Source: an optimization exercise on an open RTL-to-GDS flow (aim: small area and a short achievable clock period). Production flows keep margins and buffers that such runs may drop. The RTL was checked by simulation tests, not by an equivalence proof against the original design. Power figures rest on the tool's default switching activity, not on a simulated workload.

the baseline:
==> flow/design.v (excerpt) <==
module fetch_unit #(
    parameter int DEPTH = 32
) (
    input  logic        clk,
    input  logic        rst,
    input  logic        stall,
    input  logic        mem_stall,
    input  logic        resolve_branch,
    input  logic        resolve_taken,
    input  logic        resolve_mispredict,
    input  logic [31:0] resolve_branch_pc,
    input  logic [31:0] resolve_dest,
    output logic [31:0] fetch_pc,
    output logic [31:0] fetch_npc,
    output logic [31:0] fetch_instr
);
    localparam int IDX_W = $clog2(DEPTH);
    logic [1:0][31:0] instr_half_n;
    logic [DEPTH-1:0] rd_sel;
    logic [DEPTH-1:0] any_sel;
    logic [DEPTH-1:0] valid;
    logic [1:0][31:0] rd_half_n;
    logic [DEPTH-1:0] target_we;
    fetch_sequencer #(
        .DEPTH (DEPTH)
    ) u_seq (
        .clk          (clk),
        .rst          (rst),
        .stall        (stall),
        .mem_stall    (mem_stall),
  ...
For scale: ~2800 cells after synthesis, ~1200 flip-flops, about 170 I/O pins, ~0.047 mm² of cells after synthesis.
export LEC_CHECK = 0
export CAP_MARGIN = 20
export CORE_MARGIN = 2
export CORE_UTILIZATION = 65
export SETUP_SLACK_MARGIN = 3.0
export SLEW_MARGIN = 20
export SYNTH_HIERARCHICAL = 1
export SYNTH_MINIMUM_KEEP_SIZE = 0
export TNS_END_PERCENT = 0
create_clock -name core_clock -period 5.0 [get_ports {clk}]
standard.sh (not shown) runs the stock make flow with config.mk's settings and CLKGATE_MAP_FILE= SYNTH_SCRIPT=/design/flow/synth_recipe.tcl, a recipe that flattens the netlist after the stock synthesis.
==> flow/flow/run.sh <==
#!/bin/bash
# The standard layout (the standard.sh, standard synthesis unchanged) with
# two changes made through ORFS's own environment hooks:
#  - port buffers are buf_2 cells rather than the slow delay cells that
#    buffer_ports picks by default;
#  - clock tree: larger sink clusters and no dummy loads.
# ORFS's per-step logs go to orfs/logs/; make's whole output to standard.log.
set -euo pipefail
export BUFFER_PORTS_ARGS="-buffer_cell sky130_fd_sc_hd__buf_2"
export CTS_ARGS="-sink_clustering_enable -repair_clock_nets -dont_use_dummy_load -sink_clustering_size 24 -sink_clustering_max_diameter 80"
bash standard.sh > standard.log 2>&1
Setup changes, the baseline to the candidate
- a change of CORE_UTILIZATION from 65 to 60
- a change of SETUP_SLACK_MARGIN from 3.0 to 3.1
Results
Per the comparison of the candidate with the baseline, detailed placer's ending HPWL +about 4%; largest voltage drop on the vdd net lower. Delay of the slowest cell on the worst path of the candidate is on par with the baseline. [compare] base=the baseline new=the candidate: finished layout cell area +about 0.6%, wire length reported by the detailed router rose by about 1.3%. Taking the baseline as the reference, in the candidate final net count roughly the same; share of final-layout standard cells stronger than drive strength 1 picked up an extra 0.85 points; timing-limited maximum frequency went up by 0.81%; power per standard cell area moved down. The baseline has a lower final worst slack than the candidate. The candidate vs the baseline, sequential share of layout area went down by 0.40 points.

* * *

## red
Another version of the RTL of fetch_unit (not shown whole).
For scale: about 2700 cells after synthesis, ~1200 flip-flops, roughly 170 I/O pins, roughly 0.046 mm² of cells after synthesis.
export LEC_CHECK = 0
export CAP_MARGIN = 20
export CORE_MARGIN = 2
export CORE_UTILIZATION = 60
export SETUP_SLACK_MARGIN = 2.8
export SLEW_MARGIN = 20
export SYNTH_HIERARCHICAL = 1
export SYNTH_MINIMUM_KEEP_SIZE = 0
create_clock -name core_clock -period 5.0 [get_ports {clk}]
Scripts as last shown in full above: flow/flow/run.sh
Here is what was changed in the inputs of orange compared with red.
Settings: swapping 2.8 for 2.5 in SETUP_SLACK_MARGIN.
Findings:
In the metrics for red and orange, the one carrying the higher global-route usage is red. In the tables for red and orange, fraction of area in registers reads lower with red. [diff] final total power, orange relative to red: improvement. Fraction of area in non-clock buffers: orange < red. red → orange: post-route cell area went down about 1.5%; clock latency reported for the late side of the worst-skew pair held; part of the power in the clock network went up 0.5 points. Largest vdd supply drop was lower in the run labelled red. Relative to red, hold slack has decreased by 0.047 ns in orange. In orange, worst setup margin is lower than in red. Diff red and orange: number of nets in the final layout lower in orange.

==> static timing again, ports no longer ideal <==
Ports are ideal in the flow. The routed layouts listed here were re-timed in OpenROAD.
Step 1 (the two cells are an assumption about what drives the block):
set clk [get_ports {clk}]
set_driving_cell -lib_cell sky130_fd_sc_hd__clkbuf_16 $clk
set_driving_cell -lib_cell sky130_fd_sc_hd__buf_2 [delete_from_list [all_inputs] $clk]
Step 2 moves the port delays by t, midway between the first and last clock arrival at a register: inputs arrive t later, outputs are due t later. That takes back most of the time a late clock gives input paths.
Slacks: ideal ports / drivers / drivers and shift; pairs: ideal ports / drivers.
run | shift t [ns] | setup slack, ns | worst setup path at the end | clock arrival spread, ns | pins driven straight from the clock port
the baseline | 0.716 | 2.243 / 2.232 / 1.516 | input to register | 0.039 / 0.040 | 1
the candidate | 0.714 | 2.265 / 2.262 / 1.548 | input to register | 0.046 / 0.046 | 1
red | 0.722 | 2.169 / 2.148 / 1.426 | input to register | 0.063 / 0.063 | 1
orange | 0.723 | 2.080 / 2.094 / 1.371 | input to register | 0.048 / 0.048 | 1
After both steps every run listed still meets setup and hold. The setup slack of red, which loses most, moves by -0.021 ns with the drivers and by -0.743 ns with both steps.
